From an optimization exercise on the open Yosys and OpenROAD flow, aimed at small area and a short achievable clock period; shortcuts taken in it are not production practice.
Where RTL was checked, it was by simulation tests only, not by an equivalence proof against the original.
The clock port is modelled as an ideal driver, which makes a skipped or thinned clock tree look cheaper than it is; a real chip needs a root buffer or a tree.
Power is estimated from default activity; no workload was simulated.

before:
// generic_fifo
module generic_fifo #(
    parameter int DEPTH      = 16,
    parameter int COUNT_SIZE = (DEPTH <= 1) ? 1 : $clog2(DEPTH)
) (
    input  logic                  aclk,
    input  logic                  resetn,
    input  logic                  push,
    input  logic                  pop,
    output logic [COUNT_SIZE-1:0] wr_ptr,
    output logic [COUNT_SIZE-1:0] rd_ptr,
    output logic                  full,
    output logic                  empty,
    input  utils_pkg::packet_t    data_in,
    output utils_pkg::packet_t    data_out
);
Settings: LEC_CHECK=0, CAP_MARGIN=20, CORE_MARGIN=2, CORE_UTILIZATION=40, CTS_CLUSTER_DIAMETER=100, CTS_CLUSTER_SIZE=30, SETUP_SLACK_MARGIN=3.7, SLEW_MARGIN=20, SYNTH_HIERARCHICAL=1, SYNTH_MINIMUM_KEEP_SIZE=0; clock period 6.0 ns.
standard.sh (not shown) runs the stock make flow with config.mk's settings and CLKGATE_MAP_FILE= SYNTH_SCRIPT=/design/flow/synth_recipe.tcl, a recipe that flattens the netlist after the stock synthesis.
==> flow/flow/run.sh <==
#!/bin/bash
# Own flow: the standard layout, except that the clock tree is built by flow/mycts.tcl
# (two buffer levels, four roots on aclk) in place of TritonCTS. Each step's output goes to a
# log file of its own in this folder; ORFS's per-stage logs stay under orfs/logs/.
set -euo pipefail
here=$(pwd)
export PRE_CTS_TCL="$here/flow/mycts.tcl"
bash standard.sh synth > "$here/flow_synth.log" 2>&1
bash standard.sh floorplan > "$here/flow_floorplan.log" 2>&1
bash standard.sh place > "$here/flow_place.log" 2>&1
bash standard.sh cts > "$here/flow_cts.log" 2>&1
bash standard.sh finish > "$here/flow_finish.log" 2>&1
test -f out/final.def
Other scripts of this flow, unchanged in this note and not shown: flow/flow/mycts.tcl
What after does differently from before at the input level:
diff --git a/flow/flow/run.sh b/flow/flow/run.sh
--- a/flow/flow/run.sh
+++ b/flow/flow/run.sh
@@ -3 +3,2 @@
-# (two buffer levels, four roots on aclk) in place of TritonCTS. Each step's output goes to a
+# (two buffer levels, four roots on aclk) in place of TritonCTS, and the port buffers start as
+# buf_1. Each step's output goes to a
@@ -7,0 +9,2 @@
+# port buffers start at the smallest buffer; timing repair upsizes the ones on critical paths
+export BUFFER_PORTS_ARGS="-inputs -outputs -buffer_cell sky130_fd_sc_hd__buf_1"
[summary]
Sequential cell fraction of total power: after higher than before. Cmp after and before / per-cell via count in the routed design / lower: after. Per the comparison of after with before, maximum ir drop on the vdd rail now larger; worst setup slack comparable. Taking before as the reference, in after global-route usage lost 0.26 points, half-perimeter wire length after detailed placement picked up an extra 400 um, footprint of the multi-input gates ~0 delta, hold slack picked up an extra 0.0038 ns, global-route met3 utilization rose 0.87 points.
No run of this note included a check of the RTL's function; only the layout flow was run. In every run of this note, the design's own scripts or RTL, not TritonCTS, make the clock network.

---

The RTL this note starts from:
==> flow/design.v <==
package utils_pkg;
    typedef enum logic [2:0] {
        ST_IDLE = 3'd0,
        ST_HDR  = 3'd1,
        ST_DATA = 3'd2,
        ST_ERR  = 3'd3,
        ST_DONE = 3'd4
    } state_t;
    typedef struct packed {
        logic [7:0]  header;
        logic [3:0]  opcode;
        logic [63:0] data;
        logic [3:0]  error;
        state_t      m_state;
    } packet_t;
endpackage
module fifo_ptr #(
    parameter int DEPTH      = 16,
    parameter int COUNT_SIZE = (DEPTH <= 1) ? 1 : $clog2(DEPTH)
) (
    input  logic                  aclk,
    input  logic                  resetn,
    input  logic                  adv,
    output logic [COUNT_SIZE-1:0] ptr
);
    always_ff @(posedge aclk or negedge resetn) begin
        if (!resetn)
            ptr <= '0;
        else if (adv)
            ptr <= (ptr == COUNT_SIZE'(DEPTH - 1)) ? '0 : ptr + 1'b1;
    end
endmodule
module fifo_sel3n (
    input  logic a_n,
    input  logic a_sel,
    input  logic b_n,
    input  logic b_sel,
    input  logic c_n,
    input  logic c_sel,
    output logic y
);
    assign y = !((a_sel && a_n) || (b_sel && b_n) || (c_sel && c_n));
endmodule
module fifo_sel2n (
    input  logic a_n,
    input  logic c_n,
    input  logic a_sel,
    output logic y
);
    assign y = !(a_sel ? a_n : c_n);
endmodule
module fifo_rowctl (
    input  logic pop,
    input  logic vld_here,
    input  logic vld_above,
    input  logic vld_above_n,      
    output logic hold,
    output logic shift,
    output logic load
);
    assign hold  = !pop && vld_here;
    assign shift = pop && vld_above;
    assign load  = !vld_here || (pop && vld_above_n);
endmodule
module fifo_rowctl_top (
    input  logic pop,
    input  logic vld_here,
    output logic hold
);
    assign hold = !pop && vld_here;
endmodule
module fifo_flag (
    input  logic aclk,
    input  logic resetn,
    input  logic d,
    output logic q
);
    always_ff @(posedge aclk or negedge resetn) begin
        if (!resetn)
            q <= 1'b0;
        else
            q <= d;
    end
endmodule
module generic_fifo #(
    parameter int DEPTH      = 16,
    parameter int COUNT_SIZE = (DEPTH <= 1) ? 1 : $clog2(DEPTH)
) (
    input  logic                  aclk,
    input  logic                  resetn,
    input  logic                  push,
    input  logic                  pop,
    output logic [COUNT_SIZE-1:0] wr_ptr,
    output logic [COUNT_SIZE-1:0] rd_ptr,
    output logic                  full,
    output logic                  empty,
    input  utils_pkg::packet_t    data_in,
    output utils_pkg::packet_t    data_out
);
    localparam int W = $bits(data_in);
    logic [W-1:0]     mem     [DEPTH];
    logic [W-1:0]     mem_n   [DEPTH];     
    logic [W-1:0]     mem_nxt [DEPTH];
    logic [W-1:0]     din_n;
    logic [DEPTH:0]   vld;                 
    logic [DEPTH-1:0] vld_nxt;
    logic             nonempty;
    logic             do_push;
    logic             do_pop;
    assign vld[DEPTH] = 1'b0;
    assign empty      = !nonempty;
    assign do_push    = push && (!vld[DEPTH-1] || pop);
    assign do_pop     = pop && vld[0];
    assign data_out   = mem[0];
    fifo_ptr #(.DEPTH(DEPTH), .COUNT_SIZE(COUNT_SIZE)) u_wr_ptr (
        .aclk   (aclk),
        .resetn (resetn),
        .adv    (do_push),
        .ptr    (wr_ptr)
    );
    fifo_ptr #(.DEPTH(DEPTH), .COUNT_SIZE(COUNT_SIZE)) u_rd_ptr (
        .aclk   (aclk),
        .resetn (resetn),
        .adv    (do_pop),
        .ptr    (rd_ptr)
    );
    always_comb begin
        vld_nxt = vld[DEPTH-1:0];
        if (do_push && !do_pop)
            vld_nxt = {vld[DEPTH-2:0], 1'b1};
        else if (do_pop && !do_push)
            vld_nxt = {1'b0, vld[DEPTH-1:1]};
    end
    always_ff @(posedge aclk or negedge resetn) begin
        if (!resetn)
            vld[DEPTH-1:0] <= '0;
        else
            vld[DEPTH-1:0] <= vld_nxt;
    end
    fifo_flag u_full (
        .aclk   (aclk),
        .resetn (resetn),
        .d      (vld_nxt[DEPTH-1]),
        .q      (full)
    );
    fifo_flag u_nonempty (
        .aclk   (aclk),
        .resetn (resetn),
        .d      (vld_nxt[0]),
        .q      (nonempty)
    );
    localparam int NSPLIT = 4;
    localparam int SLICE  = (W + NSPLIT - 1) / NSPLIT;
    logic [NSPLIT-1:0] sel_hold  [DEPTH];
    logic [NSPLIT-1:0] sel_shift [DEPTH];
    logic [NSPLIT-1:0] sel_load  [DEPTH];
    for (genvar i = 0; i < DEPTH; i++) begin : g_ctl
        for (genvar k = 0; k < NSPLIT; k++) begin : g_copy
            if (i < DEPTH - 1) begin : g_mid
                fifo_rowctl u_ctl (
                    .pop       (pop),
                    .vld_here  (vld[i]),
                    .vld_above (vld[i+1]),
                    .vld_above_n (!vld[i+1]),
                    .hold      (sel_hold[i][k]),
                    .shift     (sel_shift[i][k]),
                    .load      (sel_load[i][k])
                );
            end else begin : g_top
                fifo_rowctl_top u_ctl (
                    .pop      (pop),
                    .vld_here (vld[i]),
                    .hold     (sel_hold[i][k])
                );
                assign sel_shift[i][k] = 1'b0;
                assign sel_load[i][k]  = !sel_hold[i][k];
            end
        end
    end
    assign din_n = ~data_in;
    for (genvar i = 0; i < DEPTH; i++) begin : g_row
        assign mem_n[i] = ~mem[i];
        for (genvar b = 0; b < W; b++) begin : g_bit
            if (i < DEPTH - 1) begin : g_mid
                fifo_sel3n u_sel (
                    .a_n   (mem_n[i][b]),
                    .a_sel (sel_hold[i][b / SLICE]),
                    .b_n   (mem_n[i+1][b]),
                    .b_sel (sel_shift[i][b / SLICE]),
                    .c_n   (din_n[b]),
                    .c_sel (sel_load[i][b / SLICE]),
                    .y     (mem_nxt[i][b])
                );
            end else begin : g_top
                fifo_sel2n u_sel (
                    .a_n   (mem_n[i][b]),
                    .a_sel (sel_hold[i][b / SLICE]),
                    .c_n   (din_n[b]),
                    .y     (mem_nxt[i][b])
                );
            end
        end
    end
    always_ff @(posedge aclk) begin
        for (int i = 0; i < DEPTH; i++)
            mem[i] <= mem_nxt[i];
    end
endmodule
export LEC_CHECK = 0
export CAP_MARGIN = 20
export CORE_MARGIN = 2
export CORE_UTILIZATION = 40
export CTS_CLUSTER_DIAMETER = 100
export CTS_CLUSTER_SIZE = 30
export SETUP_SLACK_MARGIN = 3.85
export SLEW_MARGIN = 20
export SYNTH_HIERARCHICAL = 1
export SYNTH_MINIMUM_KEEP_SIZE = 0
create_clock -name core_clock -period 6.0 [get_ports {aclk}]
==> flow/flow/run.sh <==
#!/bin/bash
# Own flow: the standard layout, except that the clock tree is built by flow/mycts.tcl
# (two buffer levels, four roots on aclk) in place of TritonCTS, and the port buffers start as
# buf_1. Each step's output goes to a
# log file of its own in this folder; ORFS's per-stage logs stay under orfs/logs/.
set -euo pipefail
here=$(pwd)
export PRE_CTS_TCL="$here/flow/mycts.tcl"
# port buffers start at the smallest buffer; timing repair upsizes the ones on critical paths
export BUFFER_PORTS_ARGS="-inputs -outputs -buffer_cell sky130_fd_sc_hd__buf_1"
bash standard.sh synth > "$here/flow_synth.log" 2>&1
bash standard.sh floorplan > "$here/flow_floorplan.log" 2>&1
bash standard.sh place > "$here/flow_place.log" 2>&1
bash standard.sh cts > "$here/flow_cts.log" 2>&1
bash standard.sh finish > "$here/flow_finish.log" 2>&1
test -f out/final.def
==> flow/flow/mycts.tcl <==
proc cts_env {name default} {
  if {[info exists ::env($name)] && $::env($name) ne ""} { return $::env($name) }
  return $default
}
set NLEAF [cts_env MYCTS_NLEAF 56]
set NMID [cts_env MYCTS_NMID 4]
set LEAF_CELL [cts_env MYCTS_LEAF_CELL sky130_fd_sc_hd__clkbuf_16]
set MID_CELL [cts_env MYCTS_MID_CELL sky130_fd_sc_hd__clkinv_16]
set ROOT_CELL [cts_env MYCTS_ROOT_CELL sky130_fd_sc_hd__clkbuf_16]

set db [ord::get_db]
set block [ord::get_db_block]
set clk_port [lindex [get_ports aclk] 0]
set clknet [$block findNet aclk]

# sinks: every flip-flop clock pin on aclk
set sinks {}
set pts {}
foreach it [$clknet getITerms] {
  set inst [$it getInst]
  set bb [$inst getBBox]
  lappend sinks $it
  lappend pts [list [expr {([$bb xMin] + [$bb xMax]) / 2}] [expr {([$bb yMin] + [$bb yMax]) / 2}]]
}
puts "mycts: [llength $sinks] sinks, $NLEAF leaves, $NMID mids"

# recursive bisection: split the index list idx into k parts of nearly equal size, each cut at
# the matching quantile along the wider side of its bounding box
proc bisect {pts idx k} {
  if {$k <= 1} { return [list $idx] }
  set xs [lmap i $idx {lindex $pts $i 0}]
  set ys [lmap i $idx {lindex $pts $i 1}]
  set w [expr {[tcl::mathfunc::max {*}$xs] - [tcl::mathfunc::min {*}$xs]}]
  set h [expr {[tcl::mathfunc::max {*}$ys] - [tcl::mathfunc::min {*}$ys]}]
  set ax [expr {$w >= $h ? 0 : 1}]
  set sorted [lsort -real -command [list apply {{pts ax a b} {
    set d [expr {[lindex $pts $a $ax] - [lindex $pts $b $ax]}]
    expr {$d < 0 ? -1 : ($d > 0 ? 1 : 0)}
  }} $pts $ax] $idx]
  set k1 [expr {$k / 2}]
  set n1 [expr {int(round([llength $idx] * double($k1) / $k))}]
  return [concat [bisect $pts [lrange $sorted 0 [expr {$n1 - 1}]] $k1] \
                 [bisect $pts [lrange $sorted $n1 end] [expr {$k - $k1}]]]
}
proc centroid {pts idx} {
  set sx 0.0; set sy 0.0
  foreach i $idx { set sx [expr {$sx + [lindex $pts $i 0]}]; set sy [expr {$sy + [lindex $pts $i 1]}] }
  set n [llength $idx]
  return [list [expr {$sx / $n}] [expr {$sy / $n}]]
}
set all {}
for {set i 0} {$i < [llength $pts]} {incr i} { lappend all $i }
set groups [bisect $pts $all $NMID]
set lasg [lrepeat [llength $pts] 0]
set lcents {}
set masg {}
set mcents {}
set per [expr {$NLEAF / $NMID}]
set g 0
foreach grp $groups {
  lappend mcents [centroid $pts $grp]
  foreach leaf [bisect $pts $grp $per] {
    set l [llength $lcents]
    lappend lcents [centroid $pts $leaf]
    lappend masg $g
    foreach i $leaf { lset lasg $i $l }
  }
  incr g
}
set NLEAF [llength $lcents]

proc mk_inst {block db cell name x y} {
  set m [$db findMaster $cell]
  set inst [odb::dbInst_create $block $m $name]
  set w [$m getWidth]; set h [$m getHeight]
  $inst setLocation [expr {int($x - $w / 2.0)}] [expr {int($y - $h / 2.0)}]
  $inst setPlacementStatus PLACED
  return $inst
}
proc mk_net {block name} {
  set net [odb::dbNet_create $block $name]
  $net setSigType CLOCK
  return $net
}

set MODE [cts_env MYCTS_MODE 2]
set leafdrv {}
if {$MODE == 2} {
  for {set j 0} {$j < $NMID} {incr j} {
    lassign [lindex $mcents $j] x y
    set ri [mk_inst $block $db $ROOT_CELL clkroot_${j}_aclk $x $y]
    [$ri findITerm A] connect $clknet
    set rn [mk_net $block clknet_root_${j}_aclk]
    [$ri findITerm X] connect $rn
    lappend leafdrv $rn
  }
} else {
  set rx 0.0; set ry 0.0
  foreach c $mcents { set rx [expr {$rx + [lindex $c 0]}]; set ry [expr {$ry + [lindex $c 1]}] }
  set rx [expr {$rx / $NMID}]; set ry [expr {$ry / $NMID}]
  set root [mk_inst $block $db $ROOT_CELL clkroot_aclk $rx $ry]
  [$root findITerm A] connect $clknet
  set rootnet [mk_net $block clknet_root_aclk]
  [$root findITerm X] connect $rootnet
  for {set j 0} {$j < $NMID} {incr j} {
    lassign [lindex $mcents $j] x y
    set mi [mk_inst $block $db $MID_CELL clkmid_${j}_aclk $x $y]
    [$mi findITerm A] connect $rootnet
    set mn [mk_net $block clknet_mid_${j}_aclk]
        foreach it [$mi getITerms] { if {[$it isOutputSignal]} { $it connect $mn } }
    lappend leafdrv $mn
  }
}
set leafnets {}
for {set j 0} {$j < $NLEAF} {incr j} {
  lassign [lindex $lcents $j] x y
  set li [mk_inst $block $db $LEAF_CELL clkleaf_${j}_aclk $x $y]
  [$li findITerm A] connect [lindex $leafdrv [lindex $masg $j]]
  set ln [mk_net $block clknet_leaf_${j}_aclk]
  foreach it [$li getITerms] { if {[$it isOutputSignal]} { $it connect $ln } }
  lappend leafnets $ln
}
foreach it $sinks a $lasg {
  $it disconnect
  $it connect [lindex $leafnets $a]
}
set_propagated_clock [all_clocks]
puts "mycts: done"

# the cts step's own clock_tree_synthesis call is now a no-op
rename clock_tree_synthesis {}
proc clock_tree_synthesis {args} { puts "clock_tree_synthesis skipped: tree built by PRE_CTS_TCL" }
The first run passed the timing, DRC and antenna checks.
Change:
- SETUP_SLACK_MARGIN: 3.85 -> 3.7
Worst hold slack improves by 0.0041 ns.
Die area does not change.
Worst setup slack barely changes.
Global-route usage rose by 1.8 points.
Synthesized area is unchanged.
Total power fell by 1.5%.
Wire length rose by 7.3%.
Final area fell by 2.3%.
Final cell count rose by 0.46%.
Sequential cell count is unchanged.
Change:
--- a/flow/flow/mycts.tcl
+++ b/flow/flow/mycts.tcl
@@ -3,5 +3,5 @@
   return $default
 }
-set NLEAF [cts_env MYCTS_NLEAF 56]
+set NLEAF [cts_env MYCTS_NLEAF 48]
 set NMID [cts_env MYCTS_NMID 4]
 set LEAF_CELL [cts_env MYCTS_LEAF_CELL sky130_fd_sc_hd__clkbuf_16]
- CTS_CLUSTER_DIAMETER: 100 -> not set
- CTS_CLUSTER_SIZE: 30 -> not set
- SETUP_SLACK_MARGIN: 3.7 -> 3.6
=> Final area came out lower by about 0.6%. Worst hold slack is about the same. Wire length is lower by 0.85%. Setup slack got worse by 0.16 ns. Cell count barely changes.
Change:
- SETUP_SLACK_MARGIN: 3.6 -> 3.7
- TNS_END_PERCENT: not set -> 10
Effect:
- The new run passed the timing, DRC and antenna checks
- sequential power hardly moves
- core utilization barely changes
- global-route usage climbs by 0.24 points
- cell area barely changes
- worst setup slack improves by 0.16 ns
- routed wire length climbs slightly
- total power hardly moves
- combinational power stays flat
- area after synthesis is unchanged
Change:
--- a/flow/flow/mycts.tcl
+++ b/flow/flow/mycts.tcl
@@ -3,5 +3,5 @@
   return $default
 }
-set NLEAF [cts_env MYCTS_NLEAF 48]
+set NLEAF [cts_env MYCTS_NLEAF 56]
 set NMID [cts_env MYCTS_NMID 4]
 set LEAF_CELL [cts_env MYCTS_LEAF_CELL sky130_fd_sc_hd__clkbuf_16]
- CORE_UTILIZATION: 40 -> 55
- CTS_CLUSTER_DIAMETER: not set -> 100
- CTS_CLUSTER_SIZE: not set -> 30
- TNS_END_PERCENT: 10 -> not set
After rerunning: Register-to-register slack stays flat. Setup slack got worse by 0.015 ns. Die area drops by a quarter to a third.
Change:
--- a/flow/flow/mycts.tcl
+++ b/flow/flow/mycts.tcl
@@ -3,5 +3,5 @@
   return $default
 }
-set NLEAF [cts_env MYCTS_NLEAF 56]
+set NLEAF [cts_env MYCTS_NLEAF 48]
 set NMID [cts_env MYCTS_NMID 4]
 set LEAF_CELL [cts_env MYCTS_LEAF_CELL sky130_fd_sc_hd__clkbuf_16]
- CORE_UTILIZATION: 55 -> 40
- CTS_CLUSTER_DIAMETER: 100 -> not set
- CTS_CLUSTER_SIZE: 30 -> not set
Result:
- final area came out higher slightly
- routed wire length came out higher by about a fifth
- setup slack is better by 0.029 ns
- total power came out higher slightly
In every run of this note, the design's own scripts or RTL, not TritonCTS, make the clock network.

==> afterwards: timing with drivers on the ports <==
In the flow no input, the clock included, has a driving cell. The finished layouts below were timed again as built, in two steps.
Step 1 sets driving cells, clkbuf_16 on the clock port and buf_2 on the other inputs (assumed; they add their load-dependent delay and slew).
Step 2 times the ports against the registers' clock, not the clock port: input delays grow and output delays shrink by t, the midpoint of the rising clock arrivals with the driver on.
Slacks: no drivers / after step 1 / after step 2; pairs: no drivers / after step 1.
run | t, ns | setup WS [ns] | slew at the worst register clock pin (ns)
before | 0.599 | 3.631 / 3.487 / 3.182 | 0.10 / 0.10
after | 0.605 | 3.629 / 3.483 / 3.289 | 0.10 / 0.10
the first run of note 2 | 0.607 | 3.698 / 3.553 / 3.228 | 0.10 / 0.10
the second run of note 2 | 0.607 | 3.695 / 3.548 / 3.238 | 0.10 / 0.10
the third run of note 2 | 0.595 | 3.535 / 3.539 / 3.050 | 0.11 / 0.11
the fourth run of note 2 | 0.596 | 3.694 / 3.547 / 3.200 | 0.11 / 0.11
the fifth run of note 2 | 0.600 | 3.678 / 3.588 / 3.166 | 0.10 / 0.10
the sixth run of note 2 | 0.594 | 3.708 / 3.560 / 3.239 | 0.11 / 0.11
After both steps every run listed still meets setup and hold. For the fifth run of note 2, which loses most, drivers alone change the setup slack by -0.090 ns; drivers and shift together by -0.512 ns.
